Source: an optimization exercise on an open RTL-to-GDS flow (aim: small area). Production flows keep margins and buffers that such runs may drop. In this exercise RTL edits were held to simulation tests only and were not proved equivalent to the original. Power and IR drop assume default switching activity.

**design.v**
```verilog
package valu_op_pkg;
  typedef enum logic [2:0] {
    VOP_MUL    = 3'b000,
    VOP_MULA   = 3'b001,
    VOP_MULTAC = 3'b010,
    VOP_ADD    = 3'b011,
    VOP_SUB    = 3'b100,
    VOP_ADDAC  = 3'b101,
    VOP_MTAC   = 3'b110
  } vop_e;
  localparam logic [2:0] VOP_ILLEGAL_CODE = 3'b111;
endpackage
package valu_ctrl_pkg;
  typedef enum logic {
    MODE_FULL = 1'b0,
    MODE_HALF = 1'b1
  } elem_mode_e;
  typedef enum logic [1:0] {
    ADDEND_ZERO  = 2'd0,
    ADDEND_B     = 2'd1,
    ADDEND_ACCUM = 2'd2
  } addend_sel_e;
  typedef struct packed {
    elem_mode_e  mode;
    addend_sel_e addend_sel;
    logic        negate_b;
  } add_ctrl_t;
  typedef struct packed {
    elem_mode_e mode;
    logic       saturate;
    logic       save_to_accum;
  } round_ctrl_t;
endpackage
import valu_op_pkg::*;
module valu_decode (
  input  logic [2:0] in_op,
  output logic       is_mul,
  output logic       add_b,
  output logic       neg_b,
  output logic       use_acc,
  output logic       save
);
  assign is_mul  = (in_op == VOP_MUL) || (in_op == VOP_MULA) || (in_op == VOP_MULTAC);
  assign add_b   = (in_op == VOP_ADD) || (in_op == VOP_SUB);
  assign neg_b   = (in_op == VOP_SUB);
  assign use_acc = (in_op == VOP_MULA) || (in_op == VOP_ADDAC);
  assign save    = (in_op == VOP_MULTAC) || (in_op == VOP_MTAC);
endmodule
module valu_fa (
  input  logic x,
  input  logic y,
  input  logic z,
  output logic s,
  output logic c
);
  assign s = x ^ y ^ z;
  assign c = (x & y) | (x & z) | (y & z);
endmodule
module valu_add (
  input  logic [15:0] a,
  input  logic [15:0] b,
  input  logic        half,
  input  logic        frac,
  input  logic        is_mul,
  input  logic        add_b,
  input  logic        neg_b,
  output logic [17:0] q
);
  logic mul;
  assign mul = is_mul;
  wire n1 = b[7] & ~half;
  wire n2 = a[0] & ~half;
  wire n3 = a[1] & ~half;
  wire n4 = a[2] & ~half;
  wire n5 = a[3] & ~half;
  wire n6 = a[4] & ~half;
  wire n7 = a[5] & ~half;
  wire n8 = a[6] & ~half;
  wire n9 = a[7] & ~half;
  wire n10 = a[8] & ~half;
  wire n11 = a[9] & ~half;
  wire n12 = a[10] & ~half;
  wire n13 = a[11] & ~half;
  wire n14 = a[12] & ~half;
  wire n15 = a[13] & ~half;
  wire n16 = a[14] & ~half;
  wire n17 = a[15] & ~half;
  wire n18 = half ? a[7] : a[8];
  wire n19 = ~half;
  wire n20 = mul ? (b[0] ^ 1'b0) : 1'b1;
  wire n21 = mul & ((b[1] & ~b[0] & ~1'b0) | (~b[1] & b[0] & 1'b0));
  wire n22 = mul & b[1];
  wire n23 = n22 ^ half;
  wire n24 = n22 & ~half;
  wire n25 = ((a[0] & n20) | (1'b0 & n21)) ^ n22;
  wire n26 = ((a[1] & n20) | (a[0] & n21)) ^ n22;
  wire n27 = ((a[2] & n20) | (a[1] & n21)) ^ n22;
  wire n28 = ((a[3] & n20) | (a[2] & n21)) ^ n22;
  wire n29 = ((a[4] & n20) | (a[3] & n21)) ^ n22;
  wire n30 = ((a[5] & n20) | (a[4] & n21)) ^ n22;
  wire n31 = ((a[6] & n20) | (a[5] & n21)) ^ n22;
  wire n32 = ((a[7] & n20) | (a[6] & n21)) ^ n22;
  wire n33 = ((n18 & n20) | (a[7] & n21)) ^ n23;
  wire n34 = ((n11 & n20) | (n10 & n21)) ^ n24;
  wire n35 = ((n12 & n20) | (n11 & n21)) ^ n24;
  wire n36 = ((n13 & n20) | (n12 & n21)) ^ n24;
  wire n37 = ((n14 & n20) | (n13 & n21)) ^ n24;
  wire n38 = ((n15 & n20) | (n14 & n21)) ^ n24;
  wire n39 = ((n16 & n20) | (n15 & n21)) ^ n24;
  wire n40 = ((n17 & n20) | (n16 & n21)) ^ n24;
  wire n41 = ~(((n17 & n20) | (n17 & n21)) ^ n24);
  wire n42 = mul & (b[2] ^ b[1]);
  wire n43 = mul & ((b[3] & ~b[2] & ~b[1]) | (~b[3] & b[2] & b[1]));
  wire n44 = mul & b[3];
  wire n45 = n44 ^ half;
  wire n46 = n44 & ~half;
  wire n47 = ((a[0] & n42) | (1'b0 & n43)) ^ n44;
  wire n48 = ((a[1] & n42) | (a[0] & n43)) ^ n44;
  wire n49 = ((a[2] & n42) | (a[1] & n43)) ^ n44;
  wire n50 = ((a[3] & n42) | (a[2] & n43)) ^ n44;
  wire n51 = ((a[4] & n42) | (a[3] & n43)) ^ n44;
  wire n52 = ((a[5] & n42) | (a[4] & n43)) ^ n44;
  wire n53 = ((a[6] & n42) | (a[5] & n43)) ^ n44;
  wire n54 = ((a[7] & n42) | (a[6] & n43)) ^ n44;
  wire n55 = ((n18 & n42) | (a[7] & n43)) ^ n45;
  wire n56 = ((n11 & n42) | (n10 & n43)) ^ n46;
  wire n57 = ((n12 & n42) | (n11 & n43)) ^ n46;
  wire n58 = ((n13 & n42) | (n12 & n43)) ^ n46;
  wire n59 = ((n14 & n42) | (n13 & n43)) ^ n46;
  wire n60 = ((n15 & n42) | (n14 & n43)) ^ n46;
  wire n61 = ((n16 & n42) | (n15 & n43)) ^ n46;
  wire n62 = ((n17 & n42) | (n16 & n43)) ^ n46;
  wire n63 = ~(((n17 & n42) | (n17 & n43)) ^ n46);
  wire n64 = mul & (b[4] ^ b[3]);
  wire n65 = mul & ((b[5] & ~b[4] & ~b[3]) | (~b[5] & b[4] & b[3]));
  wire n66 = mul & b[5];
  wire n67 = n66 ^ half;
  wire n68 = n66 & ~half;
  wire n69 = ((a[0] & n64) | (1'b0 & n65)) ^ n66;
  wire n70 = ((a[1] & n64) | (a[0] & n65)) ^ n66;
  wire n71 = ((a[2] & n64) | (a[1] & n65)) ^ n66;
  wire n72 = ((a[3] & n64) | (a[2] & n65)) ^ n66;
  wire n73 = ((a[4] & n64) | (a[3] & n65)) ^ n66;
  wire n74 = ((a[5] & n64) | (a[4] & n65)) ^ n66;
  wire n75 = ((a[6] & n64) | (a[5] & n65)) ^ n66;
  wire n76 = ((a[7] & n64) | (a[6] & n65)) ^ n66;
  wire n77 = ((n18 & n64) | (a[7] & n65)) ^ n67;
  wire n78 = ((n11 & n64) | (n10 & n65)) ^ n68;
  wire n79 = ((n12 & n64) | (n11 & n65)) ^ n68;
  wire n80 = ((n13 & n64) | (n12 & n65)) ^ n68;
  wire n81 = ((n14 & n64) | (n13 & n65)) ^ n68;
  wire n82 = ((n15 & n64) | (n14 & n65)) ^ n68;
  wire n83 = ((n16 & n64) | (n15 & n65)) ^ n68;
  wire n84 = ((n17 & n64) | (n16 & n65)) ^ n68;
  wire n85 = ~(((n17 & n64) | (n17 & n65)) ^ n68);
  wire n86 = mul & (b[6] ^ b[5]);
  wire n87 = mul & ((b[7] & ~b[6] & ~b[5]) | (~b[7] & b[6] & b[5]));
  wire n88 = mul & b[7];
  wire n89 = n88 ^ half;
  wire n90 = n88 & ~half;
  wire n91 = ((a[0] & n86) | (1'b0 & n87)) ^ n88;
  wire n92 = ((a[1] & n86) | (a[0] & n87)) ^ n88;
  wire n93 = ((a[2] & n86) | (a[1] & n87)) ^ n88;
  wire n94 = ((a[3] & n86) | (a[2] & n87)) ^ n88;
  wire n95 = ((a[4] & n86) | (a[3] & n87)) ^ n88;
  wire n96 = ((a[5] & n86) | (a[4] & n87)) ^ n88;
  wire n97 = ((a[6] & n86) | (a[5] & n87)) ^ n88;
  wire n98 = ((a[7] & n86) | (a[6] & n87)) ^ n88;
  wire n99 = ((n18 & n86) | (a[7] & n87)) ^ n89;
  wire n100 = ((n11 & n86) | (n10 & n87)) ^ n90;
  wire n101 = ((n12 & n86) | (n11 & n87)) ^ n90;
  wire n102 = ((n13 & n86) | (n12 & n87)) ^ n90;
  wire n103 = ((n14 & n86) | (n13 & n87)) ^ n90;
  wire n104 = ((n15 & n86) | (n14 & n87)) ^ n90;
  wire n105 = ((n16 & n86) | (n15 & n87)) ^ n90;
  wire n106 = ((n17 & n86) | (n16 & n87)) ^ n90;
  wire n107 = ~(((n17 & n86) | (n17 & n87)) ^ n90);
  wire n108 = mul ? (b[8] ^ n1) : half;
  wire n109 = mul & ((b[9] & ~b[8] & ~n1) | (~b[9] & b[8] & n1));
  wire n110 = mul & b[9];
  wire n111 = n110 & ~half;
  wire n112 = n110 & half;
  wire n113 = ((n2 & n108) | (1'b0 & n109)) ^ n111;
  wire n114 = ((n3 & n108) | (n2 & n109)) ^ n111;
  wire n115 = ((n4 & n108) | (n3 & n109)) ^ n111;
  wire n116 = ((n5 & n108) | (n4 & n109)) ^ n111;
  wire n117 = ((n6 & n108) | (n5 & n109)) ^ n111;
  wire n118 = ((n7 & n108) | (n6 & n109)) ^ n111;
  wire n119 = ((n8 & n108) | (n7 & n109)) ^ n111;
  wire n120 = ((n9 & n108) | (n8 & n109)) ^ n111;
  wire n121 = ((a[8] & n108) | (n9 & n109)) ^ n110;
  wire n122 = ((a[9] & n108) | (a[8] & n109)) ^ n110;
  wire n123 = ((a[10] & n108) | (a[9] & n109)) ^ n110;
  wire n124 = ((a[11] & n108) | (a[10] & n109)) ^ n110;
  wire n125 = ((a[12] & n108) | (a[11] & n109)) ^ n110;
  wire n126 = ((a[13] & n108) | (a[12] & n109)) ^ n110;
  wire n127 = ((a[14] & n108) | (a[13] & n109)) ^ n110;
  wire n128 = ((a[15] & n108) | (a[14] & n109)) ^ n110;
  wire n129 = ~(((a[15] & n108) | (a[15] & n109)) ^ n110);
  wire n130 = mul & (b[10] ^ b[9]);
  wire n131 = mul & ((b[11] & ~b[10] & ~b[9]) | (~b[11] & b[10] & b[9]));
  wire n132 = mul & b[11];
  wire n133 = n132 & ~half;
  wire n134 = n132 & half;
  wire n135 = ((n2 & n130) | (1'b0 & n131)) ^ n133;
  wire n136 = ((n3 & n130) | (n2 & n131)) ^ n133;
  wire n137 = ((n4 & n130) | (n3 & n131)) ^ n133;
  wire n138 = ((n5 & n130) | (n4 & n131)) ^ n133;
  wire n139 = ((n6 & n130) | (n5 & n131)) ^ n133;
  wire n140 = ((n7 & n130) | (n6 & n131)) ^ n133;
  wire n141 = ((n8 & n130) | (n7 & n131)) ^ n133;
  wire n142 = ((n9 & n130) | (n8 & n131)) ^ n133;
  wire n143 = ((a[8] & n130) | (n9 & n131)) ^ n132;
  wire n144 = ((a[9] & n130) | (a[8] & n131)) ^ n132;
  wire n145 = ((a[10] & n130) | (a[9] & n131)) ^ n132;
  wire n146 = ((a[11] & n130) | (a[10] & n131)) ^ n132;
  wire n147 = ((a[12] & n130) | (a[11] & n131)) ^ n132;
  wire n148 = ((a[13] & n130) | (a[12] & n131)) ^ n132;
  wire n149 = ((a[14] & n130) | (a[13] & n131)) ^ n132;
  wire n150 = ((a[15] & n130) | (a[14] & n131)) ^ n132;
  wire n151 = ~(((a[15] & n130) | (a[15] & n131)) ^ n132);
  wire n152 = mul & (b[12] ^ b[11]);
  wire n153 = mul & ((b[13] & ~b[12] & ~b[11]) | (~b[13] & b[12] & b[11]));
  wire n154 = mul & b[13];
  wire n155 = n154 & ~half;
  wire n156 = n154 & half;
  wire n157 = ((n2 & n152) | (1'b0 & n153)) ^ n155;
  wire n158 = ((n3 & n152) | (n2 & n153)) ^ n155;
  wire n159 = ((n4 & n152) | (n3 & n153)) ^ n155;
  wire n160 = ((n5 & n152) | (n4 & n153)) ^ n155;
  wire n161 = ((n6 & n152) | (n5 & n153)) ^ n155;
  wire n162 = ((n7 & n152) | (n6 & n153)) ^ n155;
  wire n163 = ((n8 & n152) | (n7 & n153)) ^ n155;
  wire n164 = ((n9 & n152) | (n8 & n153)) ^ n155;
  wire n165 = ((a[8] & n152) | (n9 & n153)) ^ n154;
  wire n166 = ((a[9] & n152) | (a[8] & n153)) ^ n154;
  wire n167 = ((a[10] & n152) | (a[9] & n153)) ^ n154;
  wire n168 = ((a[11] & n152) | (a[10] & n153)) ^ n154;
  wire n169 = ((a[12] & n152) | (a[11] & n153)) ^ n154;
  wire n170 = ((a[13] & n152) | (a[12] & n153)) ^ n154;
  wire n171 = ((a[14] & n152) | (a[13] & n153)) ^ n154;
  wire n172 = ((a[15] & n152) | (a[14] & n153)) ^ n154;
  wire n173 = ~(((a[15] & n152) | (a[15] & n153)) ^ n154);
  wire n174 = mul & (b[14] ^ b[13]);
  wire n175 = mul & ((b[15] & ~b[14] & ~b[13]) | (~b[15] & b[14] & b[13]));
  wire n176 = mul & b[15];
  wire n177 = n176 & ~half;
  wire n178 = n176 & half;
  wire n179 = ((n2 & n174) | (1'b0 & n175)) ^ n177;
  wire n180 = ((n3 & n174) | (n2 & n175)) ^ n177;
  wire n181 = ((n4 & n174) | (n3 & n175)) ^ n177;
  wire n182 = ((n5 & n174) | (n4 & n175)) ^ n177;
  wire n183 = ((n6 & n174) | (n5 & n175)) ^ n177;
  wire n184 = ((n7 & n174) | (n6 & n175)) ^ n177;
  wire n185 = ((n8 & n174) | (n7 & n175)) ^ n177;
  wire n186 = ((n9 & n174) | (n8 & n175)) ^ n177;
  wire n187 = ((a[8] & n174) | (n9 & n175)) ^ n176;
  wire n188 = ((a[9] & n174) | (a[8] & n175)) ^ n176;
  wire n189 = ((a[10] & n174) | (a[9] & n175)) ^ n176;
  wire n190 = ((a[11] & n174) | (a[10] & n175)) ^ n176;
  wire n191 = ((a[12] & n174) | (a[11] & n175)) ^ n176;
  wire n192 = ((a[13] & n174) | (a[12] & n175)) ^ n176;
  wire n193 = ((a[14] & n174) | (a[13] & n175)) ^ n176;
  wire n194 = ((a[15] & n174) | (a[14] & n175)) ^ n176;
  wire n195 = ~(((a[15] & n174) | (a[15] & n175)) ^ n176);
  wire n196 = add_b & (b[0] ^ neg_b);
  wire n197 = add_b & (b[1] ^ neg_b);
  wire n198 = add_b & (b[2] ^ neg_b);
  wire n199 = add_b & (b[3] ^ neg_b);
  wire n200 = add_b & (b[4] ^ neg_b);
  wire n201 = add_b & (b[5] ^ neg_b);
  wire n202 = add_b & (b[6] ^ neg_b);
  wire n203 = add_b & (b[7] ^ neg_b);
  wire n204 = add_b & ((half ? b[7] : b[8]) ^ neg_b);
  wire n205 = add_b & (b[9] ^ neg_b);
  wire n206 = add_b & (b[10] ^ neg_b);
  wire n207 = add_b & (b[11] ^ neg_b);
  wire n208 = add_b & (b[12] ^ neg_b);
  wire n209 = add_b & (b[13] ^ neg_b);
  wire n210 = add_b & (b[14] ^ neg_b);
  wire n211 = add_b & (b[15] ^ neg_b);
  wire n212 = add_b & ((half ? b[8] : b[15]) ^ neg_b);
  wire n213 = add_b & (b[9] ^ neg_b);
  wire n214 = add_b & (b[10] ^ neg_b);
  wire n215 = add_b & (b[11] ^ neg_b);
  wire n216 = add_b & (b[12] ^ neg_b);
  wire n217 = add_b & (b[13] ^ neg_b);
  wire n218 = add_b & (b[14] ^ neg_b);
  wire n219 = add_b & (b[15] ^ neg_b);
  wire n220 = add_b & (b[15] ^ neg_b);
  wire n221 = neg_b & half;
  wire n222, n223;
  valu_fa fa_n222 (.x(neg_b), .y(n22), .z(n196), .s(n222), .c(n223));
  wire n224, n225;
  valu_fa fa_n224 (.x(n197), .y(n26), .z(n223), .s(n224), .c(n225));
  wire n226, n227;
  valu_fa fa_n226 (.x(n44), .y(n198), .z(n27), .s(n226), .c(n227));
  wire n228, n229;
  valu_fa fa_n228 (.x(n47), .y(n226), .z(n225), .s(n228), .c(n229));
  wire n230, n231;
  valu_fa fa_n230 (.x(n199), .y(n28), .z(n48), .s(n230), .c(n231));
  wire n232, n233;
  valu_fa fa_n232 (.x(n227), .y(n230), .z(n229), .s(n232), .c(n233));
  wire n234, n235;
  valu_fa fa_n234 (.x(n66), .y(n200), .z(n29), .s(n234), .c(n235));
  wire n236, n237;
  valu_fa fa_n236 (.x(n49), .y(n69), .z(n231), .s(n236), .c(n237));
  wire n238, n239;
  valu_fa fa_n238 (.x(n234), .y(n236), .z(n233), .s(n238), .c(n239));
  wire n240, n241;
  valu_fa fa_n240 (.x(n201), .y(n30), .z(n50), .s(n240), .c(n241));
  wire n242, n243;
  valu_fa fa_n242 (.x(n70), .y(n235), .z(n240), .s(n242), .c(n243));
  wire n244, n245;
  valu_fa fa_n244 (.x(n237), .y(n242), .z(n239), .s(n244), .c(n245));
  wire n246, n247;
  valu_fa fa_n246 (.x(n88), .y(n202), .z(n31), .s(n246), .c(n247));
  wire n248, n249;
  valu_fa fa_n248 (.x(n51), .y(n71), .z(n91), .s(n248), .c(n249));
  wire n250, n251;
  valu_fa fa_n250 (.x(n241), .y(n246), .z(n248), .s(n250), .c(n251));
  wire n252, n253;
  valu_fa fa_n252 (.x(n243), .y(n250), .z(n245), .s(n252), .c(n253));
  wire n254, n255;
  valu_fa fa_n254 (.x(n203), .y(n32), .z(n52), .s(n254), .c(n255));
  wire n256, n257;
  valu_fa fa_n256 (.x(n72), .y(n92), .z(n247), .s(n256), .c(n257));
  wire n258, n259;
  valu_fa fa_n258 (.x(n249), .y(n254), .z(n251), .s(n258), .c(n259));
  wire n260, n261;
  valu_fa fa_n260 (.x(n256), .y(n258), .z(n253), .s(n260), .c(n261));
  wire n262, n263;
  valu_fa fa_n262 (.x(half), .y(n111), .z(n204), .s(n262), .c(n263));
  wire n264, n265;
  valu_fa fa_n264 (.x(n53), .y(n73), .z(n93), .s(n264), .c(n265));
  wire n266, n267;
  valu_fa fa_n266 (.x(n33), .y(n113), .z(n262), .s(n266), .c(n267));
  wire n268, n269;
  valu_fa fa_n268 (.x(n255), .y(n264), .z(n266), .s(n268), .c(n269));
  wire n270, n271;
  valu_fa fa_n270 (.x(n257), .y(n268), .z(n259), .s(n270), .c(n271));
  wire n272, n273;
  valu_fa fa_n272 (.x(half), .y(n205), .z(n54), .s(n272), .c(n273));
  wire n274, n275;
  valu_fa fa_n274 (.x(n74), .y(n94), .z(n34), .s(n274), .c(n275));
  wire n276, n277;
  valu_fa fa_n276 (.x(n114), .y(n263), .z(n265), .s(n276), .c(n277));
  wire n278, n279;
  valu_fa fa_n278 (.x(n272), .y(n274), .z(n267), .s(n278), .c(n279));
  wire n280, n281;
  valu_fa fa_n280 (.x(n276), .y(n269), .z(n278), .s(n280), .c(n281));
  wire n282, n283;
  valu_fa fa_n282 (.x(n133), .y(n206), .z(n75), .s(n282), .c(n283));
  wire n284, n285;
  valu_fa fa_n284 (.x(n95), .y(n35), .z(n55), .s(n284), .c(n285));
  wire n286, n287;
  valu_fa fa_n286 (.x(n115), .y(n135), .z(n273), .s(n286), .c(n287));
  wire n288, n289;
  valu_fa fa_n288 (.x(n275), .y(n282), .z(n284), .s(n288), .c(n289));
  wire n290, n291;
  valu_fa fa_n290 (.x(n277), .y(n286), .z(n279), .s(n290), .c(n291));
  wire n292, n293;
  valu_fa fa_n292 (.x(n288), .y(n290), .z(n281), .s(n292), .c(n293));
  wire n294, n295;
  valu_fa fa_n294 (.x(half), .y(n207), .z(n76), .s(n294), .c(n295));
  wire n296, n297;
  valu_fa fa_n296 (.x(n96), .y(n36), .z(n56), .s(n296), .c(n297));
  wire n298, n299;
  valu_fa fa_n298 (.x(n116), .y(n136), .z(n283), .s(n298), .c(n299));
  wire n300, n301;
  valu_fa fa_n300 (.x(n285), .y(n294), .z(n296), .s(n300), .c(n301));
  wire n302, n303;
  valu_fa fa_n302 (.x(n287), .y(n298), .z(n289), .s(n302), .c(n303));
  wire n304, n305;
  valu_fa fa_n304 (.x(n300), .y(n291), .z(n302), .s(n304), .c(n305));
  wire n306, n307;
  valu_fa fa_n306 (.x(n155), .y(n208), .z(n97), .s(n306), .c(n307));
  wire n308, n309;
  valu_fa fa_n308 (.x(n37), .y(n57), .z(n77), .s(n308), .c(n309));
  wire n310, n311;
  valu_fa fa_n310 (.x(n117), .y(n137), .z(n157), .s(n310), .c(n311));
  wire n312, n313;
  valu_fa fa_n312 (.x(n295), .y(n297), .z(n306), .s(n312), .c(n313));
  wire n314, n315;
  valu_fa fa_n314 (.x(n308), .y(n310), .z(n299), .s(n314), .c(n315));
  wire n316, n317;
  valu_fa fa_n316 (.x(n301), .y(n312), .z(n314), .s(n316), .c(n317));
  wire n318, n319;
  valu_fa fa_n318 (.x(n303), .y(n316), .z(n305), .s(n318), .c(n319));
  wire n320, n321;
  valu_fa fa_n320 (.x(half), .y(n209), .z(n98), .s(n320), .c(n321));
  wire n322, n323;
  valu_fa fa_n322 (.x(n38), .y(n58), .z(n78), .s(n322), .c(n323));
  wire n324, n325;
  valu_fa fa_n324 (.x(n118), .y(n138), .z(n158), .s(n324), .c(n325));
  wire n326, n327;
  valu_fa fa_n326 (.x(n307), .y(n309), .z(n311), .s(n326), .c(n327));
  wire n328, n329;
  valu_fa fa_n328 (.x(n320), .y(n322), .z(n324), .s(n328), .c(n329));
  wire n330, n331;
  valu_fa fa_n330 (.x(n313), .y(n326), .z(n328), .s(n330), .c(n331));
  wire n332, n333;
  valu_fa fa_n332 (.x(n315), .y(n330), .z(n317), .s(n332), .c(n333));
  wire n334, n335;
  valu_fa fa_n334 (.x(n177), .y(n210), .z(n39), .s(n334), .c(n335));
  wire n336, n337;
  valu_fa fa_n336 (.x(n59), .y(n79), .z(n99), .s(n336), .c(n337));
  wire n338, n339;
  valu_fa fa_n338 (.x(n119), .y(n139), .z(n159), .s(n338), .c(n339));
  wire n340, n341;
  valu_fa fa_n340 (.x(n179), .y(n321), .z(n323), .s(n340), .c(n341));
  wire n342, n343;
  valu_fa fa_n342 (.x(n325), .y(n334), .z(n336), .s(n342), .c(n343));
  wire n344, n345;
  valu_fa fa_n344 (.x(n338), .y(n327), .z(n329), .s(n344), .c(n345));
  wire n346, n347;
  valu_fa fa_n346 (.x(n340), .y(n342), .z(n331), .s(n346), .c(n347));
  wire n348, n349;
  valu_fa fa_n348 (.x(n344), .y(n346), .z(n333), .s(n348), .c(n349));
  wire n350, n351;
  valu_fa fa_n350 (.x(half), .y(n211), .z(n40), .s(n350), .c(n351));
  wire n352 = n351 & ~half;
  wire n353, n354;
  valu_fa fa_n353 (.x(n60), .y(n80), .z(n100), .s(n353), .c(n354));
  wire n355 = n354 & ~half;
  wire n356, n357;
  valu_fa fa_n356 (.x(n120), .y(n140), .z(n160), .s(n356), .c(n357));
  wire n358 = n357 & ~half;
  wire n359, n360;
  valu_fa fa_n359 (.x(n180), .y(n335), .z(n337), .s(n359), .c(n360));
  wire n361 = n360 & ~half;
  wire n362, n363;
  valu_fa fa_n362 (.x(n339), .y(n350), .z(n353), .s(n362), .c(n363));
  wire n364 = n363 & ~half;
  wire n365, n366;
  valu_fa fa_n365 (.x(n356), .y(n341), .z(n343), .s(n365), .c(n366));
  wire n367 = n366 & ~half;
  wire n368, n369;
  valu_fa fa_n368 (.x(n359), .y(n362), .z(n345), .s(n368), .c(n369));
  wire n370 = n369 & ~half;
  wire n371, n372;
  valu_fa fa_n371 (.x(n365), .y(n347), .z(n368), .s(n371), .c(n372));
  wire n373 = n372 & ~half;
  wire n374 = ~(n221 ^ n112);
  wire n375 = n221 | n112;
  wire n376, n377;
  valu_fa fa_n376 (.x(n212), .y(n41), .z(n61), .s(n376), .c(n377));
  wire n378, n379;
  valu_fa fa_n378 (.x(n81), .y(n101), .z(n121), .s(n378), .c(n379));
  wire n380, n381;
  valu_fa fa_n380 (.x(n141), .y(n161), .z(n181), .s(n380), .c(n381));
  wire n382, n383;
  valu_fa fa_n382 (.x(n374), .y(n376), .z(n378), .s(n382), .c(n383));
  wire n384, n385;
  valu_fa fa_n384 (.x(n380), .y(n352), .z(n355), .s(n384), .c(n385));
  wire n386, n387;
  valu_fa fa_n386 (.x(n358), .y(n382), .z(n361), .s(n386), .c(n387));
  wire n388, n389;
  valu_fa fa_n388 (.x(n364), .y(n384), .z(n386), .s(n388), .c(n389));
  wire n390, n391;
  valu_fa fa_n390 (.x(n367), .y(n370), .z(n388), .s(n390), .c(n391));
  wire n392 = ~(n213 ^ n122);
  wire n393 = n213 | n122;
  wire n394, n395;
  valu_fa fa_n394 (.x(n375), .y(n62), .z(n82), .s(n394), .c(n395));
  wire n396, n397;
  valu_fa fa_n396 (.x(n102), .y(n142), .z(n162), .s(n396), .c(n397));
  wire n398, n399;
  valu_fa fa_n398 (.x(n182), .y(n377), .z(n379), .s(n398), .c(n399));
  wire n400, n401;
  valu_fa fa_n400 (.x(n381), .y(n392), .z(n394), .s(n400), .c(n401));
  wire n402, n403;
  valu_fa fa_n402 (.x(n396), .y(n383), .z(n398), .s(n402), .c(n403));
  wire n404, n405;
  valu_fa fa_n404 (.x(n400), .y(n385), .z(n402), .s(n404), .c(n405));
  wire n406, n407;
  valu_fa fa_n406 (.x(n387), .y(n404), .z(n389), .s(n406), .c(n407));
  wire n408, n409;
  valu_fa fa_n408 (.x(n134), .y(n214), .z(n123), .s(n408), .c(n409));
  wire n410, n411;
  valu_fa fa_n410 (.x(n63), .y(n83), .z(n103), .s(n410), .c(n411));
  wire n412, n413;
  valu_fa fa_n412 (.x(n143), .y(n163), .z(n183), .s(n412), .c(n413));
  wire n414, n415;
  valu_fa fa_n414 (.x(n393), .y(n395), .z(n397), .s(n414), .c(n415));
  wire n416, n417;
  valu_fa fa_n416 (.x(n408), .y(n410), .z(n412), .s(n416), .c(n417));
  wire n418, n419;
  valu_fa fa_n418 (.x(n399), .y(n401), .z(n414), .s(n418), .c(n419));
  wire n420, n421;
  valu_fa fa_n420 (.x(n416), .y(n403), .z(n418), .s(n420), .c(n421));
  wire n422, n423;
  valu_fa fa_n422 (.x(n405), .y(n420), .z(n407), .s(n422), .c(n423));
  wire n424 = ~(n215 ^ n124);
  wire n425 = n215 | n124;
  wire n426, n427;
  valu_fa fa_n426 (.x(n144), .y(n84), .z(n104), .s(n426), .c(n427));
  wire n428, n429;
  valu_fa fa_n428 (.x(n164), .y(n184), .z(n409), .s(n428), .c(n429));
  wire n430, n431;
  valu_fa fa_n430 (.x(n411), .y(n413), .z(n424), .s(n430), .c(n431));
  wire n432, n433;
  valu_fa fa_n432 (.x(n426), .y(n415), .z(n428), .s(n432), .c(n433));
  wire n434, n435;
  valu_fa fa_n434 (.x(n417), .y(n430), .z(n419), .s(n434), .c(n435));
  wire n436, n437;
  valu_fa fa_n436 (.x(n432), .y(n421), .z(n434), .s(n436), .c(n437));
  wire n438, n439;
  valu_fa fa_n438 (.x(n156), .y(n216), .z(n125), .s(n438), .c(n439));
  wire n440, n441;
  valu_fa fa_n440 (.x(n145), .y(n85), .z(n105), .s(n440), .c(n441));
  wire n442, n443;
  valu_fa fa_n442 (.x(n165), .y(n185), .z(n425), .s(n442), .c(n443));
  wire n444, n445;
  valu_fa fa_n444 (.x(n427), .y(n438), .z(n440), .s(n444), .c(n445));
  wire n446, n447;
  valu_fa fa_n446 (.x(n429), .y(n431), .z(n442), .s(n446), .c(n447));
  wire n448, n449;
  valu_fa fa_n448 (.x(n444), .y(n433), .z(n446), .s(n448), .c(n449));
  wire n450, n451;
  valu_fa fa_n450 (.x(n435), .y(n448), .z(n437), .s(n450), .c(n451));
  wire n452 = ~(n217 ^ n126);
  wire n453 = n217 | n126;
  wire n454, n455;
  valu_fa fa_n454 (.x(n146), .y(n166), .z(n106), .s(n454), .c(n455));
  wire n456, n457;
  valu_fa fa_n456 (.x(n186), .y(n439), .z(n441), .s(n456), .c(n457));
  wire n458, n459;
  valu_fa fa_n458 (.x(n452), .y(n454), .z(n443), .s(n458), .c(n459));
  wire n460, n461;
  valu_fa fa_n460 (.x(n445), .y(n456), .z(n447), .s(n460), .c(n461));
  wire n462, n463;
  valu_fa fa_n462 (.x(n458), .y(n460), .z(n449), .s(n462), .c(n463));
  wire n464, n465;
  valu_fa fa_n464 (.x(n178), .y(n218), .z(n127), .s(n464), .c(n465));
  wire n466, n467;
  valu_fa fa_n466 (.x(n147), .y(n167), .z(n107), .s(n466), .c(n467));
  wire n468, n469;
  valu_fa fa_n468 (.x(n187), .y(n453), .z(n455), .s(n468), .c(n469));
  wire n470, n471;
  valu_fa fa_n470 (.x(n464), .y(n466), .z(n457), .s(n470), .c(n471));
  wire n472, n473;
  valu_fa fa_n472 (.x(n468), .y(n459), .z(n470), .s(n472), .c(n473));
  wire n474, n475;
  valu_fa fa_n474 (.x(n461), .y(n472), .z(n463), .s(n474), .c(n475));
  wire n476 = ~(n219 ^ n128);
  wire n477 = n219 | n128;
  wire n478, n479;
  valu_fa fa_n478 (.x(n148), .y(n168), .z(n188), .s(n478), .c(n479));
  wire n480, n481;
  valu_fa fa_n480 (.x(n465), .y(n467), .z(n476), .s(n480), .c(n481));
  wire n482, n483;
  valu_fa fa_n482 (.x(n478), .y(n469), .z(n480), .s(n482), .c(n483));
  wire n484, n485;
  valu_fa fa_n484 (.x(n471), .y(n482), .z(n473), .s(n484), .c(n485));
  wire n486, n487;
  valu_fa fa_n486 (.x(n220), .y(n129), .z(n149), .s(n486), .c(n487));
  wire n488, n489;
  valu_fa fa_n488 (.x(n169), .y(n189), .z(n477), .s(n488), .c(n489));
  wire n490, n491;
  valu_fa fa_n490 (.x(n479), .y(n486), .z(n481), .s(n490), .c(n491));
  wire n492, n493;
  valu_fa fa_n492 (.x(n488), .y(n483), .z(n490), .s(n492), .c(n493));
  wire n494 = ~(n150 ^ n170);
  wire n495 = n150 | n170;
  wire n496, n497;
  valu_fa fa_n496 (.x(n190), .y(n487), .z(n494), .s(n496), .c(n497));
  wire n498, n499;
  valu_fa fa_n498 (.x(n489), .y(n496), .z(n491), .s(n498), .c(n499));
  wire n500, n501;
  valu_fa fa_n500 (.x(n151), .y(n171), .z(n191), .s(n500), .c(n501));
  wire n502, n503;
  valu_fa fa_n502 (.x(n495), .y(n500), .z(n497), .s(n502), .c(n503));
  wire n504 = ~(n172 ^ n192);
  wire n505 = n172 | n192;
  wire n506, n507;
  valu_fa fa_n506 (.x(n501), .y(n504), .z(n503), .s(n506), .c(n507));
  wire n508, n509;
  valu_fa fa_n508 (.x(n173), .y(n193), .z(n505), .s(n508), .c(n509));
  wire n510 = ~(n194 ^ n509);
  wire n511 = n194 | n509;
  wire n512 = n25 ^ n222;
  wire n513 = n25 & n222;
  wire n514 = n224 ^ n513;
  wire n515 = n224 & n513;
  wire n516 = n228 ^ n515;
  wire n517 = n228 & n515;
  wire n518 = n232 ^ n517;
  wire n519 = n232 & n517;
  wire n520 = n238 ^ n519;
  wire n521 = n238 & n519;
  wire n522 = n244 ^ n521;
  wire n523 = n244 & n521;
  wire n524 = n252 & 1'b0;
  wire n525 = n252 ^ 1'b0;
  wire n526 = n260 & 1'b0;
  wire n527 = n260 ^ 1'b0;
  wire n528 = n261 & n270;
  wire n529 = n261 ^ n270;
  wire n530 = n271 & n280;
  wire n531 = n271 ^ n280;
  wire n532 = n292 & 1'b0;
  wire n533 = n292 ^ 1'b0;
  wire n534 = n293 & n304;
  wire n535 = n293 ^ n304;
  wire n536 = n318 & 1'b0;
  wire n537 = n318 ^ 1'b0;
  wire n538 = n319 & n332;
  wire n539 = n319 ^ n332;
  wire n540 = n348 & 1'b0;
  wire n541 = n348 ^ 1'b0;
  wire n542 = n349 & n371;
  wire n543 = n349 ^ n371;
  wire n544 = n542 & ~half;
  wire n545 = n543 & ~half;
  wire n546 = n373 & n390;
  wire n547 = n373 ^ n390;
  wire n548 = n391 & n406;
  wire n549 = n391 ^ n406;
  wire n550 = n422 & 1'b0;
  wire n551 = n422 ^ 1'b0;
  wire n552 = n423 & n436;
  wire n553 = n423 ^ n436;
  wire n554 = n450 & 1'b0;
  wire n555 = n450 ^ 1'b0;
  wire n556 = n451 & n462;
  wire n557 = n451 ^ n462;
  wire n558 = n474 & 1'b0;
  wire n559 = n474 ^ 1'b0;
  wire n560 = n475 & n484;
  wire n561 = n475 ^ n484;
  wire n562 = n485 & n492;
  wire n563 = n485 ^ n492;
  wire n564 = n493 & n498;
  wire n565 = n493 ^ n498;
  wire n566 = n499 & n502;
  wire n567 = n499 ^ n502;
  wire n568 = n506 & 1'b0;
  wire n569 = n506 ^ 1'b0;
  wire n570 = n507 & n508;
  wire n571 = n507 ^ n508;
  wire n572 = n510 & 1'b0;
  wire n573 = n510 ^ 1'b0;
  wire n574 = n195 & n511;
  wire n575 = n195 ^ n511;
  wire n576 = 1'b1 & 1'b0;
  wire n577 = 1'b1 ^ 1'b0;
  wire n578 = n524 | (n525 & n523);
  wire n579 = n526 | (n527 & n578);
  wire n580 = n527 & n525;
  wire n581 = n530 | (n531 & n528);
  wire n582 = n531 & n529;
  wire n583 = n534 | (n535 & n532);
  wire n584 = n535 & n533;
  wire n585 = n538 | (n539 & n536);
  wire n586 = n539 & n537;
  wire n587 = n544 | (n545 & n540);
  wire n588 = n545 & n541;
  wire n589 = n548 | (n549 & n546);
  wire n590 = n549 & n547;
  wire n591 = n552 | (n553 & n550);
  wire n592 = n553 & n551;
  wire n593 = n556 | (n557 & n554);
  wire n594 = n557 & n555;
  wire n595 = n560 | (n561 & n558);
  wire n596 = n561 & n559;
  wire n597 = n564 | (n565 & n562);
  wire n598 = n565 & n563;
  wire n599 = n568 | (n569 & n566);
  wire n600 = n569 & n567;
  wire n601 = n572 | (n573 & n570);
  wire n602 = n573 & n571;
  wire n603 = n576 | (n577 & n574);
  wire n604 = n577 & n575;
  wire n605 = n528 | (n529 & n579);
  wire n606 = n529 & n580;
  wire n607 = n581 | (n582 & n579);
  wire n608 = n582 & n580;
  wire n609 = n536 | (n537 & n583);
  wire n610 = n537 & n584;
  wire n611 = n585 | (n586 & n583);
  wire n612 = n586 & n584;
  wire n613 = n546 | (n547 & n587);
  wire n614 = n547 & n588;
  wire n615 = n589 | (n590 & n587);
  wire n616 = n590 & n588;
  wire n617 = n554 | (n555 & n591);
  wire n618 = n555 & n592;
  wire n619 = n593 | (n594 & n591);
  wire n620 = n594 & n592;
  wire n621 = n562 | (n563 & n595);
  wire n622 = n563 & n596;
  wire n623 = n597 | (n598 & n595);
  wire n624 = n598 & n596;
  wire n625 = n570 | (n571 & n599);
  wire n626 = n571 & n600;
  wire n627 = n601 | (n602 & n599);
  wire n628 = n602 & n600;
  wire n629 = n532 | (n533 & n607);
  wire n630 = n533 & n608;
  wire n631 = n583 | (n584 & n607);
  wire n632 = n584 & n608;
  wire n633 = n609 | (n610 & n607);
  wire n634 = n610 & n608;
  wire n635 = n611 | (n612 & n607);
  wire n636 = n612 & n608;
  wire n637 = n550 | (n551 & n615);
  wire n638 = n551 & n616;
  wire n639 = n591 | (n592 & n615);
  wire n640 = n592 & n616;
  wire n641 = n617 | (n618 & n615);
  wire n642 = n618 & n616;
  wire n643 = n619 | (n620 & n615);
  wire n644 = n620 & n616;
  wire n645 = n566 | (n567 & n623);
  wire n646 = n567 & n624;
  wire n647 = n599 | (n600 & n623);
  wire n648 = n600 & n624;
  wire n649 = n625 | (n626 & n623);
  wire n650 = n626 & n624;
  wire n651 = n627 | (n628 & n623);
  wire n652 = n628 & n624;
  wire n653 = n540 | (n541 & n635);
  wire n654 = n541 & n636;
  wire n655 = n587 | (n588 & n635);
  wire n656 = n588 & n636;
  wire n657 = n613 | (n614 & n635);
  wire n658 = n614 & n636;
  wire n659 = n615 | (n616 & n635);
  wire n660 = n616 & n636;
  wire n661 = n637 | (n638 & n635);
  wire n662 = n638 & n636;
  wire n663 = n639 | (n640 & n635);
  wire n664 = n640 & n636;
  wire n665 = n641 | (n642 & n635);
  wire n666 = n642 & n636;
  wire n667 = n643 | (n644 & n635);
  wire n668 = n644 & n636;
  wire n669 = n574 | (n575 & n651);
  wire n670 = n575 & n652;
  wire n671 = n603 | (n604 & n651);
  wire n672 = n604 & n652;
  wire n673 = n558 | (n559 & n667);
  wire n674 = n559 & n668;
  wire n675 = n595 | (n596 & n667);
  wire n676 = n596 & n668;
  wire n677 = n621 | (n622 & n667);
  wire n678 = n622 & n668;
  wire n679 = n623 | (n624 & n667);
  wire n680 = n624 & n668;
  wire n681 = n645 | (n646 & n667);
  wire n682 = n646 & n668;
  wire n683 = n647 | (n648 & n667);
  wire n684 = n648 & n668;
  wire n685 = n649 | (n650 & n667);
  wire n686 = n650 & n668;
  wire n687 = n651 | (n652 & n667);
  wire n688 = n652 & n668;
  wire n689 = n669 | (n670 & n667);
  wire n690 = n670 & n668;
  wire n691 = n671 | (n672 & n667);
  wire n692 = n672 & n668;
  wire n693 = n525 ^ n523;
  wire n694 = n527 ^ n578;
  wire n695 = n529 ^ n579;
  wire n696 = n531 ^ n605;
  wire n697 = n533 ^ n607;
  wire n698 = n535 ^ n629;
  wire n699 = n537 ^ n631;
  wire n700 = n539 ^ n633;
  wire n701 = n541 ^ n635;
  wire n702 = n543 ^ n653;
  wire n703 = n547 ^ n655;
  wire n704 = n549 ^ n657;
  wire n705 = n551 ^ n659;
  wire n706 = n553 ^ n661;
  wire n707 = n555 ^ n663;
  wire n708 = n557 ^ n665;
  wire n709 = n559 ^ n667;
  wire n710 = n561 ^ n673;
  wire n711 = n563 ^ n675;
  wire n712 = n565 ^ n677;
  wire n713 = n567 ^ n679;
  wire n714 = n569 ^ n681;
  wire n715 = n571 ^ n683;
  wire n716 = n573 ^ n685;
  wire n717 = n575 ^ n687;
  wire n718 = n577 ^ n689;
  logic [31:0] p;
  assign p = {n718, n717, n716, n715, n714, n713, n712, n711, n710, n709, n708, n707, n706, n705, n704, n703, n702, n701, n700, n699, n698, n697, n696, n695, n694, n693, n522, n520, n518, n516, n514, n512};
  logic shift;
  assign shift = is_mul && frac;
  always_comb begin
    for (int k = 0; k < 8; k++) begin
      if (shift) q[k] = half ? p[7+k] : p[15+k];
      else       q[k] = p[k];
      if (shift)     q[9+k] = p[23+k];
      else if (half) q[9+k] = p[16+k];
      else           q[9+k] = p[8+k];
    end
    if (!half)      q[8] = 1'b1;
    else if (shift) q[8] = p[15];
    else            q[8] = p[8];
    if (is_mul)     q[17] = p[31];
    else if (half)  q[17] = p[24];
    else            q[17] = p[16];
  end
endmodule
module valu_round (
  input  logic [17:0] q,
  input  logic [15:0] acc,
  input  logic        use_acc,
  input  logic        half,
  input  logic        frac,
  output logic [15:0] r
);
  logic [17:0] d;
  logic [17:0] s;
  logic [18:0] c;
  logic        sat_hi, sat_lo;
  assign d = {acc[15], acc[15:8], half & acc[7], acc[7:0]} & {18{use_acc}};
  assign c[0] = 1'b0;
  assign s[0] = q[0] ^ d[0];
  assign c[1] = q[0] & d[0];
  for (genvar i = 1; i < 18; i++) begin : g_bit
    if (i == 8) begin : g_top
      assign s[i] = q[i] ^ d[i] ^ c[i];
    end else begin : g_fa
      valu_fa valu_fa_i (.x(q[i]), .y(d[i]), .z(c[i]), .s(s[i]), .c(c[i+1]));
    end
  end
  logic [7:0] gg, pp;
  logic [3:0] g2, p2;
  logic [1:0] g4;
  assign gg = q[7:0] & d[7:0];
  assign pp = q[7:0] | d[7:0];
  for (genvar k = 0; k < 4; k++) begin : g_la2
    assign g2[k] = gg[2*k+1] | (pp[2*k+1] & gg[2*k]);
    assign p2[k] = pp[2*k+1] & pp[2*k];
  end
  assign g4[0] = g2[1] | (p2[1] & g2[0]);
  assign g4[1] = g2[3] | (p2[3] & g2[2]);
  assign c[9]  = ~half & (g4[1] | (p2[3] & p2[2] & g4[0]));
  assign sat_hi = frac && (s[17] != s[16]);
  assign sat_lo = frac && (s[8] != s[7]);
  always_comb begin
    r[15:8] = sat_hi ? {s[17], {7{~s[17]}}} : s[16:9];
    if (half) r[7:0] = sat_lo ? {s[8], {7{~s[8]}}} : s[7:0];
    else      r[7:0] = sat_hi ? {8{~s[17]}} : s[7:0];
  end
endmodule
import valu_op_pkg::*;
module valu_top (
  input  logic                   clk,
  input  logic                   reset,
  input  logic                   in_valid,
  input  valu_op_pkg::vop_e      in_op,
  input  logic                   in_frac,
  input  logic                   in_half,
  input  logic [(4 * 16)-1:0] in_a,
  input  logic [(4 * 16)-1:0] in_b,
  output logic                   result_valid,
  output logic [(4 * 16)-1:0] result
);
  logic [63:0]     a0, b0;
  logic            frac0, half0;
  logic            is_mul, add_b, neg_b, use_acc, save;
  logic            mul0, add_b0, neg_b0, use_acc0, save0;
  logic [4*18-1:0] q_next, q1;
  logic [63:0]     r_next, r2;
  logic [63:0]     acc;
  logic            v0, v1, v2;
  logic            frac1, half1, acc1, save1;
  valu_decode valu_decode_i (.in_op, .is_mul, .add_b, .neg_b, .use_acc, .save);
  for (genvar l = 0; l < 4; l++) begin : g_lane
    valu_add valu_add_i (
      .a(a0[16*l +: 16]), .b(b0[16*l +: 16]), .half(half0), .frac(frac0),
      .is_mul(mul0), .add_b(add_b0), .neg_b(neg_b0), .q(q_next[18*l +: 18])
    );
    valu_round valu_round_i (
      .q(q1[18*l +: 18]), .acc(acc[16*l +: 16]), .use_acc(acc1), .half(half1), .frac(frac1),
      .r(r_next[16*l +: 16])
    );
  end
  always_ff @(posedge clk or posedge reset) begin
    if (reset) begin
      v0           <= 1'b0;
      v1           <= 1'b0;
      v2           <= 1'b0;
      result_valid <= 1'b0;
      acc          <= '0;
    end else begin
      v0           <= in_valid;
      v1           <= v0;
      v2           <= v1;
      result_valid <= v2;
      if (v1 && save1) acc <= r_next;
    end
  end
  always_ff @(posedge clk) begin
    a0     <= in_a;
    b0     <= in_b;
    mul0     <= is_mul;
    add_b0   <= add_b;
    neg_b0   <= neg_b;
    use_acc0 <= use_acc;
    save0    <= save;
    frac0  <= in_frac;
    half0  <= in_half;
    q1     <= q_next;
    frac1  <= frac0;
    half1  <= half0;
    acc1   <= use_acc0;
    save1  <= save0;
    r2     <= r_next;
    result <= r2;
  end
endmodule
```
**flow/run.sh**
```bash
#!/bin/bash
# The standard layout with the standard synthesis unchanged, with two changes:
#  - the port buffers are plain buf_1 cells (buffer_ports otherwise picks a delay-buffer cell)
#  - clock tree synthesis adds no dummy loads at the clock tree leaves
# The make output (every tool's log is also kept under orfs/logs) goes to standard.log.
set -euo pipefail
bash standard.sh \
  BUFFER_PORTS_ARGS="-buffer_cell sky130_fd_sc_hd__buf_1" \
  CTS_ARGS="-sink_clustering_enable -repair_clock_nets -dont_use_dummy_load" \
  finish > standard.log 2>&1
```
**standard.sh**
```bash
#!/bin/bash
# synth_recipe.tcl (not shown) runs the flow's synth.tcl, then flattens the netlist and writes it again
# the make line also repeats each setting of config.mk as NAME=value (left out here)
make -C /OpenROAD-flow-scripts/flow DESIGN_CONFIG=/design/flow/config.mk WORK_HOME=/design/flow/orfs CLKGATE_MAP_FILE= SYNTH_SCRIPT=/design/flow/synth_recipe.tcl "${@:-finish}"
```
**config.mk**
```make
export PLATFORM = sky130hd
export DESIGN_NAME = valu_top
export DESIGN_NICKNAME = valu_top
export VERILOG_FILES = /design/flow/design.v
export SDC_FILE = /design/flow/constraint.sdc
export NUM_CORES = 4
export LEC_CHECK = 0
export ABC_AREA = 1
export CAP_MARGIN = 20
export CORE_MARGIN = 2
export CORE_UTILIZATION = 55
export SLEW_MARGIN = 20
export SYNTH_HIERARCHICAL = 1
```
**constraint.sdc**
```tcl
create_clock -name core_clock -period 7.0 [get_ports {clk}]
set_input_delay 1.4000 -clock core_clock [delete_from_list [all_inputs] [get_ports {clk}]]
set_output_delay 1.4000 -clock core_clock [all_outputs]
set_load 0.01 [all_outputs]
```
==> summary.txt, run 1 <==
Finish
  • Layout cells sized above 1: 8.22%
  • Synth-to-layout area growth: 6.67%
  • Final Net Count: 5994
  • Fillers: 7147
  • Area of the multi-input gates: 30600 um^2
  • Reg area: 8510 um^2

Worst setup path
  • CP top delay family: adder cells
  • CP Class: flip-flop to flip-flop
  • Most used cell, CP: fa_1
  • Setup crit end kind: flip-flop
  • Max incr delay on CP: 0.59 ns
  • Critical Path RT: 7.49 ns
  • Setup crit start kind: flip-flop
  • CP arrival: 7.09 ns
  • Critical Path Fanout Max: 16
  • R2R setup slack: 0.40 ns
  • Worst Path Buf+Inv: 3
  • Slowest cell on crit path: fa_1

Timing
  • Sum Neg Setup Slack: 0 ns
  • Fin crit share: 94.3%
  • Max Freq: 151 MHz
  • Endpoints failing setup: 0
  • Slew HR: 41.7%
  • RSZ-0062 raised after global routing: no
  • Layout Skew: 0.0593 ns
  • Final min period: 6.60 ns
  • Post-route setup slack: 0.399 ns
  • Slew @ Worst Pin: 0.875 ns
  • Fin. Hold Viols: 0
  • Max-slew violations: 0

Synthesis
  • Dominant synthesized flop cell: dfxtp_1
  • Area contributors post-synth: fa_1, dfxtp_1, xor2_1, nand2_1, o22ai_1
  • Synth Warn #: 9
  • Synth top cells by count: nand2_1, fa_1, xor2_1
  • Top cell type's share of synthesized area: 28.0%
  • Unique cell type count in the Yosys netlist: 41
  • Most frequent cell after synthesis: nand2_1
  • #FFs+latches synth: 407
  • Post-synth top area cell: fa_1
  • Mean Syn Cell Area: 8.71 um^2
  • Post-Syn Nets: 5816
  • Post-Syn Area: 42900 um^2
  • Post-synthesis sequential area ratio: 19.8%
  • Post-synth EDFFs: 0
  • Post-synthesis async set-or-reset flop share: 16.7%
  • Mapped Cells: 4924

Power
  • Max rail drop VDD: 255 uV
  • PwrDens: 429 nW/um^2
  • Leakage power: 23.3 nW

Die
  • CORE AREA: 77300 um^2
  • Initial Util: 55.5%
  • Die Height: 283 um
  • Die width: 283 um
  • Die area: 80200 um^2
  • Rows: 102
  • Io pins: 201

GRT
  • Grt ovf: 0
  • Total GRT Usage: 32.0%
  • Vias in the first global route: 34500
  • Global-route wire length before repair: 200000 um
  • Initial antenna violation count: 2
  • Largest net degree at the start of global routing: 69

CTS
  • CTS Buf Count: 48
  • Clock latency (worst-skew pair): 0.62 ns
  • Clock Tree Buf Depth: 3
  • Num Clock Sinks: 407
  • # H-tree levels: 2
  • Clock slew at reported path FFs: 0.06 ns
  • Clock root buffer: clkbuf_16
  • CTS tree: done

Placed design
  • Pre-CTS WS: 0.316 ns
  • PortBufs: 200
  • Gpl congestion: 0.963
  • DPL Wire Length: 101000 um

Min path
  • Hold WC Path Type: flip-flop to flip-flop

Route
  • Vias per Instance: 5.68
  • DRC Markers: 0
  • Via count: 34900
  • Final wirelength: 128000 um
  • DR pass1 iterations: 6
  • Post-DRT Antenna Nets: 0
  • DRT iter0 DRCs: 3756
  • Drt wl/cell: 20.9 um

Run
  • Max Cap Viol: 0

Status
  • Outcome: complete, no violations
[cells in the final DEF, fill, tap and decap left out, types with 116 or more instances in the layout]
| master | instances |
|---|---|
| nand2_1 | 886 |
| ha_1 | 156 |
| a21oi_1 | 173 |
| dfxtp_1 | 332 |
| xor2_1 | 544 |
| inv_2 | 116 |
| o21ai_0 | 172 |
| buf_1 | 200 |
| nand3_1 | 218 |
| fa_1 | 600 |
| nor2_1 | 243 |
| o22ai_1 | 464 |
| inv_1 | 507 |
[sequential cells by signal, summed over array words and instances (netlist names)]
name / count
q1: 72
a0: 64
acc: 64
b0: 64
r2: 64
result: 64
acc1: 1
add_b0: 1
frac0: 1
frac1: 1
half0: 1
half1: 1
mul0: 1
neg_b0: 1
result_valid: 1
save0: 1
save1: 1
use_acc0: 1
v0: 1
v1: 1
v2: 1
[per-stage QoR]
stage	instances	area (um^2)	utilization (%)	power, mW	hold slack, ns
floorplan	4924	42900	-	13.8	0.310
global placement	6088	44500	57.5	17.3	0.310
detailed placement	6088	44500	57.5	17.4	0.312
CTS	6136	45700	59.1	19.6	0.274
global route	6141	45800	59.2	21.7	0.295
finish	6141	45800	59.2	19.6	0.288
[worst paths after layout]
check | startpoint | end | depth (start not counted)
min in group asynchronous | reset | acc[3] | 3
min reg2reg | r2[19] | result[19] | 0
max | mul0 | q1[16] | 26
max reg2reg | mul0 | q1[16] | 26
max in group asynchronous | reset | acc[41] | 4
min | r2[19] | result[19] | 0
[metal layers]
metal	routed length [um]	global-route usage (%)	vias up	share of wire [%]
met5	0	0	-	0
met4	4220	10.0	0	3.3
met3	10900	5.72	213	8.5
met2	55300	47.9	1536	43
met1	57900	47.1	16900	45
li1	-	-	16200	-
[logic make-up after synthesis]
logic type               synth area share (%)
AO/OA/AOI/OAI                            12.0
XOR/XNOR                                 11.8
buffers and inverters                    8.75
AND/OR/NAND/NOR                          15.0
flip-flops                               19.8
adder cells (fa/ha/maj)                  32.6
[report_power, final]
group	total (mW)	internal (mW)	switching (mW)
clock	2.12	1.19	0.933
sequential	3.79	3.24	0.552
combinational	13.7	5.37	8.33
[modules after synthesis (local to each module, per instance)]
| module | copies in the design | area, um^2 |
|---|---|---|
| valu_top | 1 | 9560 |
| valu_add | 4 | 4690 |
| valu_round | 4 | 653 |
| valu_decode | 1 | 43.8 |
| valu_fa | 596 | 20.0 |
[what timing repair did]
action / 4_1_cts / 5_1_grt
setup endpoints to repair: 0 / 9
gates resized for setup: 0 / 3
endpoints found under the hold margin: 0 / 0
buffers inserted: 0 / 2
hold buffers: 0 / 0
[final cells by class]
class / instances / share of cell area (%)
Multi-Input combinational cell: 3692 / 67.0
Sequential cell: 407 / 18.6
Inverter: 637 / 5.26
Timing Repair Buffer: 316 / 3.68
Tap cell: 1040 / 2.84
Clock buffer: 48 / 2.63
Antenna cell: 1 / 0.00547
==> inputs of run 2 (changes only) <==
--- a/config.mk
+++ b/config.mk
@@ -9,5 +9,6 @@
 export CAP_MARGIN = 20
 export CORE_MARGIN = 2
-export CORE_UTILIZATION = 55
+export CORE_UTILIZATION = 40
+export GPL_TIMING_DRIVEN = 0
 export SLEW_MARGIN = 20
 export SYNTH_HIERARCHICAL = 1
==> run 2 against run 1 <==
Against the previous run:
- clock skew up 0.037 ns
- sequential power is 1% lower
- first-iteration DRC count down 14%
- wire length rose by 1.8%
- hold slack improved by 0.015 ns
- fmax shrank 2.0%
- clock power increased by 5%
- flip-flop and latch count unchanged
- largest cell class unchanged
==> summary.txt, run 2 <==
Power
  • Total power: 20.1 mW (+2.6%)
  • PwrDens: 427 nW/um^2 (-0.31%)
  • Leakage power: 23.6 nW (+1.2%)
  • Max rail drop VDD: 298 uV (+17%)

Synthesis
  • Post-Syn Area: 42900 um^2 (unchanged)
  • Post-synthesis async set-or-reset flop share: 16.7% (unchanged)
  • Post-Syn Nets: 5816 (unchanged)
  • Mapped Cells: 4924 (unchanged)
  • Unique cell type count in the Yosys netlist: 41 (unchanged)
  • Post-synthesis sequential area ratio: 19.8% (unchanged)
  • Dominant synthesized flop cell: dfxtp_1
  • Post-synth EDFFs: 0 (unchanged)
  • Post-synth top area cell: fa_1
  • Synth Warn #: 9 (unchanged)
  • Mean Syn Cell Area: 8.71 um^2 (unchanged)
  • Most frequent cell after synthesis: nand2_1
  • Synth top cells by count: nand2_1, fa_1, xor2_1
  • Area contributors post-synth: fa_1, dfxtp_1, xor2_1, nand2_1, o22ai_1
  • Top cell type's share of synthesized area: 28.0% (unchanged)
  • #FFs+latches synth: 407 (unchanged)

Finish
  • Fin util: 44.1% (-15 points)
  • Fillers: 10600 (+48%)
  • Largest register by flop count: q1
  • Commonest non-fill, non-tap cell in the layout: nand2_1
  • Final Net Count: 6062 (+1.1%)
  • Synth-to-layout area growth: 9.73%
  • Layout cells sized above 1: 9.27% (+1.1 points)
  • Post-route cell area: 47100 um^2 (+2.9%)
  • Largest register FFs: 72 (unchanged)
  • Most frequent cells in the layout: nand2_1, fa_1, xor2_1

Worst setup path
  • Max incr delay on CP: 0.57 ns (-0.02 ns)
  • Critical Path Fanout Max: 10 (-6)
  • CP arrival: 7.23 ns (+0.14 ns)
  • CP cell instances: buf_6, nand2_1, o21ai_0, inv_1, buf_4, o22ai_1, xor2_1, fa_1, fa_1, fa_1, fa_1, fa_1, fa_1, ha_1, nand2_1, nor2_1, inv_1, nor2_1, nand2_1, nand2_2, ha_1, o21ai_0, o21ai_0
  • CP top delay family: adder cells
  • Setup crit end kind: flip-flop
  • Critical Path RT: 7.50 ns (about the same)
  • Slowest cell on crit path: fa_1
  • CP Class: flip-flop to flip-flop
  • Most used cell, CP: fa_1
  • Setup crit start kind: flip-flop
  • Worst Path Buf+Inv: 4 (+1)

Route
  • Via count: 35100 (+0.62%)
  • DRC Markers: 0 (unchanged)
  • Drt wl/cell: 19.9 um (-4.9%)
  • Final wirelength: 131000 um (+1.8%)
  • DR pass1 iterations: 6 (unchanged)
  • Vias per Instance: 5.34 (-6.0%)
  • Post-DRT Antenna Nets: 0 (unchanged)
  • DRT iter0 DRCs: 3225 (-14%)

Timing
  • Layout Skew: 0.0960 ns (+0.0367 ns)
  • Slew HR: 39.9% (-1.8 points)
  • Slew @ Worst Pin: 0.900 ns (+0.0253 ns)
  • Worst hold slack: 0.303 ns (+0.0147 ns)
  • Endpoints failing setup: 0 (unchanged)
  • Fin crit share: 96.2% (+1.9 points)
  • Final min period: 6.74 ns (+0.135 ns)
  • Post-route setup slack: 0.264 ns (-0.135 ns)
  • Fin. Hold Viols: 0 (unchanged)
  • Max Freq: 148 MHz (-2.0%)
  • RSZ-0062 raised after global routing: no
  • Max-slew violations: 0 (unchanged)

Die
  • Rows: 120 (+18%)
  • Initial Util: 40.2% (-15 points)
  • Die area: 110000 um^2 (+37%)
  • Die width: 331 um (+17%)
  • Die Height: 331 um (+17%)
  • CORE AREA: 107000 um^2 (+38%)
  • Io pins: 201 (unchanged)

Placed design
  • Gpl congestion: 0.955 (-0.83%)
  • Area after DPL: 45500 um^2 (+2.2%)
  • PortBufs: 200 (unchanged)
  • Pre-CTS WS: -0.703 ns (-1.02 ns)
  • DPL Wire Length: 105000 um (+4.2%)

CTS
  • CTS Buf Count: 51 (+6.3%)
  • # H-tree levels: 2 (unchanged)
  • Clock root buffer: clkbuf_16
  • Clock latency (worst-skew pair): 0.65 ns (+0.03 ns)
  • CTS tree: done
  • Clock Tree Buf Depth: 3 (unchanged)
  • Num Clock Sinks: 407 (unchanged)
  • Clock slew at reported path FFs: 0.05 ns (about the same)

GRT
  • Initial antenna violation count: 3 (+1)
  • Largest net degree at the start of global routing: 45 (-35%)
  • Total GRT Usage: 23.6% (-8.4 points)
  • Vias in the first global route: 34600 (+0.32%)
  • Global-route wire length before repair: 202000 um (+0.77%)
  • Grt ovf: 0 (unchanged)

Run
  • Max Cap Viol: 0 (unchanged)

Min path
  • Hold WC Path Type: flip-flop to flip-flop

Status
  • Outcome: complete, no violations
[run 2: cell counts after synthesis]
Identical to the previous run, type by type.
[run 2: logic make-up after synthesis]
| kind of cell | Yosys count | share of synthesized area [%] |
|---|---|---|
| xor+xnor | 580 | 11.8 |
| compound gates | 877 | 12.0 |
| flops | 407 | 19.8 |
| simple gates | 1479 | 15.0 |
| fa+ha+maj | 756 | 32.6 |
| buf+inv | 825 | 8.75 |
[run 2: metal layers]
layer	track usage, %	vias up	wire, um
met4	9.32	6	5470
met3	3.98	258	9620
met5	0	-	38
met2	36.2	1403	58200
li1	-	16400	-
met1	33.0	17000	57300
[run 2: layout make-up]
class                           instances  area (um^2)  share of cell area (%)
Clock buffer                           51         1280                    2.71
Tap cell                             1403         1760                    3.73
Sequential cell                       407         8500                    18.1
Inverter                              637         2400                    5.11
Antenna cell                            2         5.00                  0.0106
Multi-Input combinational cell       3692        30900                    65.6
Timing Repair Buffer                  211          886                    1.88
Buffer                                170         1340                    2.85
[run 2: power breakdown]
part / switching [mW] / internal (mW) / total, mW / leakage, nW
Sequential: 0.506 / 3.24 / 3.74 / 3.70
Clock: 0.962 / 1.26 / 2.22 / 0.628
Combinational: 8.62 / 5.52 / 14.1 / 19.3
Total: 10.1 / 10.0 / 20.1 / 23.6
[run 2: final timing paths]
kind	slack, ns	startpoint	end	cells after the start
worst max register to register	0.26	mul0	q1[69]	23
max in group asynchronous	5.53	reset	acc[38]	3
worst min-delay path	0.30	r2[45]	result[45]	0
min in group asynchronous	0.82	reset	acc[16]	2
worst max-delay path	0.26	mul0	q1[69]	23
worst min register to register	0.30	r2[45]	result[45]	0
[run 2: repair_timing]
| item | CTS | global route |
|---|---|---|
| setup endpoints to repair | 54 | 69 |
| hold buffers | 0 | 0 |
| pin swaps | 0 | 0 |
| resized for setup | 14 | 86 |
| setup buffers | 5 | 4 |
[run 2: per-stage QoR]
step | setup TNS (ns) | std cells
2_1_floorplan | 0 | 4924
3_3_place_gp | -99.17 | 6527
3_5_place_dp | -21.92 | 6529
4_1_cts | 0 | 6569
5_1_grt | 0 | 6571
6_report | 0 | 6573
[run 2: modules after synthesis, one instance, submodules excluded]
module / flops+latches / cells inside
valu_decode: 0 / 11
valu_round: 0 / 151
valu_top: 407 / 621
valu_add: 0 / 773
valu_fa: 0 / 1
==> inputs of run 3 (changes only) <==
--- a/config.mk
+++ b/config.mk
@@ -10,5 +10,4 @@
 export CORE_MARGIN = 2
 export CORE_UTILIZATION = 40
-export GPL_TIMING_DRIVEN = 0
 export SLEW_MARGIN = 20
 export SYNTH_HIERARCHICAL = 1
==> run 3 against run 2 <==
Against the previous run:
- register-to-register slack better by 0.21 ns
- first-iteration DRC count is 2.9% higher
- sequential power hardly changed
- wire length is 0.29% lower
- hold slack worse by 0.016 ns
- final cell count is 0.84% lower
- power is 2.2% lower
- non-clock buffer count is 52 lower
- combinational power hardly changed
- core utilization is 0.71 points lower
- fmax is 3.3% higher
- largest cell class unchanged
==> summary.txt, run 3 <==
GRT
  • Largest net degree at the start of global routing: 67 (+49%)
  • Global-route wire length before repair: 204000 um (+0.93%)
  • Grt ovf: 0 (unchanged)
  • Total GRT Usage: 23.6% (+0.028 points)

Synthesis
  • Unique cell type count in the Yosys netlist: 41 (unchanged)
  • Synth top cells by count: nand2_1, fa_1, xor2_1
  • Post-synthesis sequential area ratio: 19.8% (unchanged)
  • Post-Syn Area: 42900 um^2 (unchanged)
  • Area contributors post-synth: fa_1, dfxtp_1, xor2_1, nand2_1, o22ai_1
  • Mapped Cells: 4924 (unchanged)
  • Post-synth top area cell: fa_1
  • Dominant synthesized flop cell: dfxtp_1
  • Post-Syn Nets: 5816 (unchanged)
  • Synth Warn #: 9 (unchanged)

CTS
  • Clock latency (worst-skew pair): 0.63 ns (-0.02 ns)
  • Clock root buffer: clkbuf_16
  • Cts hold-fix bufs: 0 (unchanged)
  • Clock Tree Buf Depth: 3 (unchanged)
  • Resized cells post-CTS: 0 (-14)
  • Num Clock Sinks: 407 (unchanged)
  • Clock slew at reported path FFs: 0.06 ns (about the same)

Power
  • Comb pwr share: 70.0% (-0.3 points)
  • Switching fraction of total power: 49.9% (-0.28 points)
  • Leakage power: 23.4 nW (-0.81%)
  • Max rail drop VDD: 257 uV (-14%)
  • Clock Power Share: 11.0% (about the same)
  • Total power: 19.7 mW (-2.2%)
  • Pint: 9.85 mW (-1.6%)

Min path
  • Hold WC Path Type: flip-flop to flip-flop
  • Hold path start: r2[50]

Finish
  • Post-route insts no fill: 6518 (-0.84%)
  • Layout cells sized above 1: 8.45% (-0.82 points)
  • Synth-to-layout area growth: 7.97%
  • Post-route cell area: 46300 um^2 (-1.6%)
  • Commonest non-fill, non-tap cell in the layout: nand2_1
  • Largest register by flop count: q1
  • Most frequent cells in the layout: nand2_1, fa_1, xor2_1
  • Final Net Count: 6008 (-0.89%)
  • Largest register FFs: 72 (unchanged)

Route
  • Vias per Instance: 5.35 (+0.14%)
  • Final wirelength: 130000 um (-0.29%)

Placed design
  • Gpl congestion: 0.967 (+1.2%)
  • PortBufs: 200 (unchanged)
  • Area after DPL: 45000 um^2 (-0.91%)
  • Pre-CTS WS: 0.342 ns (+1.05 ns)
  • DPL Wire Length: 103000 um (-1.5%)
  • Inst Count DP: 6467 (-0.95%)

Worst setup path
  • Critical Path Fanout Max: 22 (+12)
  • R2R setup slack: 0.48 ns (+0.21 ns)
  • Setup crit end kind: flip-flop
  • Setup crit start: mul0
  • CP Class: flip-flop to flip-flop
  • Critical Path RT: 7.56 ns (+0.06 ns)
  • CP top delay family: adder cells
  • CP arrival: 7.08 ns (-0.15 ns)

Timing
  • Fin. Hold Viols: 0 (unchanged)
  • Slew HR: 24.2% (-16 points)
  • Slew @ Worst Pin: 1.14 ns (+0.236 ns)
  • Post-route setup slack: 0.476 ns (+0.213 ns)
  • Max-slew violations: 0 (unchanged)
  • Final min period: 6.52 ns (-0.213 ns)
  • Sum Neg Setup Slack: 0 ns (unchanged)
  • Layout Skew: 0.0529 ns (-0.0430 ns)
  • Fin crit share: 93.2% (-3.0 points)

Die
  • Die width: 331 um (unchanged)
  • Die Height: 331 um (unchanged)
  • Initial Util: 40.2% (unchanged)
  • Die area: 110000 um^2 (unchanged)
  • Rows: 120 (unchanged)

Run
  • Max Cap Viol: 0 (unchanged)

Status
  • Outcome: complete, no violations
[run 3: cell types whose count changed in the layout (fill, tap and decap cells not counted), moves of 13 or more]
cell      delta
buf_4       +98
clkbuf_2    -13
ha_1        +16
ha_4        -15
buf_2       -31
clkbuf_1    -30
buf_6       -64
[run 3: per-module statistics from Yosys (local to each module, per instance)]
module | times used | flip-flops and latches
valu_add | 4 | 0
valu_round | 4 | 0
valu_fa | 596 | 0
valu_top | 1 | 407
valu_decode | 1 | 0
[run 3: final timing paths]
| check | to | cells past startpoint |
|---|---|---|
| setup / recovery | q1[52] | 26 |
| hold / removal | result[50] | 0 |
| setup reg to reg | q1[52] | 26 |
| hold reg to reg | result[50] | 0 |
| max in group asynchronous | acc[51] | 4 |
| min in group asynchronous | v0 | 2 |
[run 3: routing by layer]
| metal | vias to the layer above | GRT usage, % | part of all wire [%] |
|---|---|---|---|
| met5 | - | 0 | 0 |
| met4 | 0 | 7.80 | 3.6 |
| met3 | 252 | 4.17 | 7.7 |
| met2 | 1465 | 36.7 | 45 |
| met1 | 16900 | 33.2 | 44 |
| li1 | 16300 | - | - |
[run 3: power groups by stage]
stage	Clock (mW)	Sequential [mW]	Combinational [mW]
CTS	2.27	3.75	13.8
floorplan	0	3.66	10.1
finish	2.16	3.74	13.8
global route	2.35	3.82	15.7
detailed placement	0	3.78	13.7
global placement	0	3.78	13.6
[run 3: layout make-up]
cell class	count	area [um^2]
fillers	10600	60400
multi-input cells	3692	30700
flip-flops and latches	407	8510
inverters	637	2400
repair buffers	329	1760
well taps	1403	1760
clock buffers	49	1230
diodes	1	2.50
[run 3: cells by family (layout without fill, tap and decap cells)]
family	Yosys count	count (layout)	synth area share [%]
AO/OA/AOI/OAI	877	877	12.0
XOR/XNOR	580	580	11.8
other	0	1	0
buffers and inverters	825	1015	8.75
AND/OR/NAND/NOR	1479	1479	15.0
flip-flops	407	407	19.8
adder cells (fa/ha/maj)	756	756	32.6

==> what the ideal ports hide <==
The flow's constraints put no driver on any port. The routed layouts listed below were extracted and timed again, unchanged, in two steps. Step 1 (the two cells are an assumption about what drives the block):
set clk [get_ports {clk}]
set_driving_cell -lib_cell sky130_fd_sc_hd__clkbuf_16 $clk
set_driving_cell -lib_cell sky130_fd_sc_hd__buf_2 [delete_from_list [all_inputs] $clk]
Step 2 also shifts input and output timing later by t, the mid clock arrival at the registers, as if the neighbouring blocks saw the same clock. Three values: ideal ports, drivers, drivers and shift; two values: the first two.
| run | t (ns) | setup WS [ns] | worst setup path at the end |
|---|---|---|---|
| run 1 | 0.661 | 0.399 / 0.399 / 0.399 | register to register |
| run 2 | 0.673 | 0.264 / 0.264 / 0.264 | register to register |
| run 3 | 0.677 | 0.476 / 0.476 / 0.476 | register to register |
After both steps every run listed still meets setup and hold.
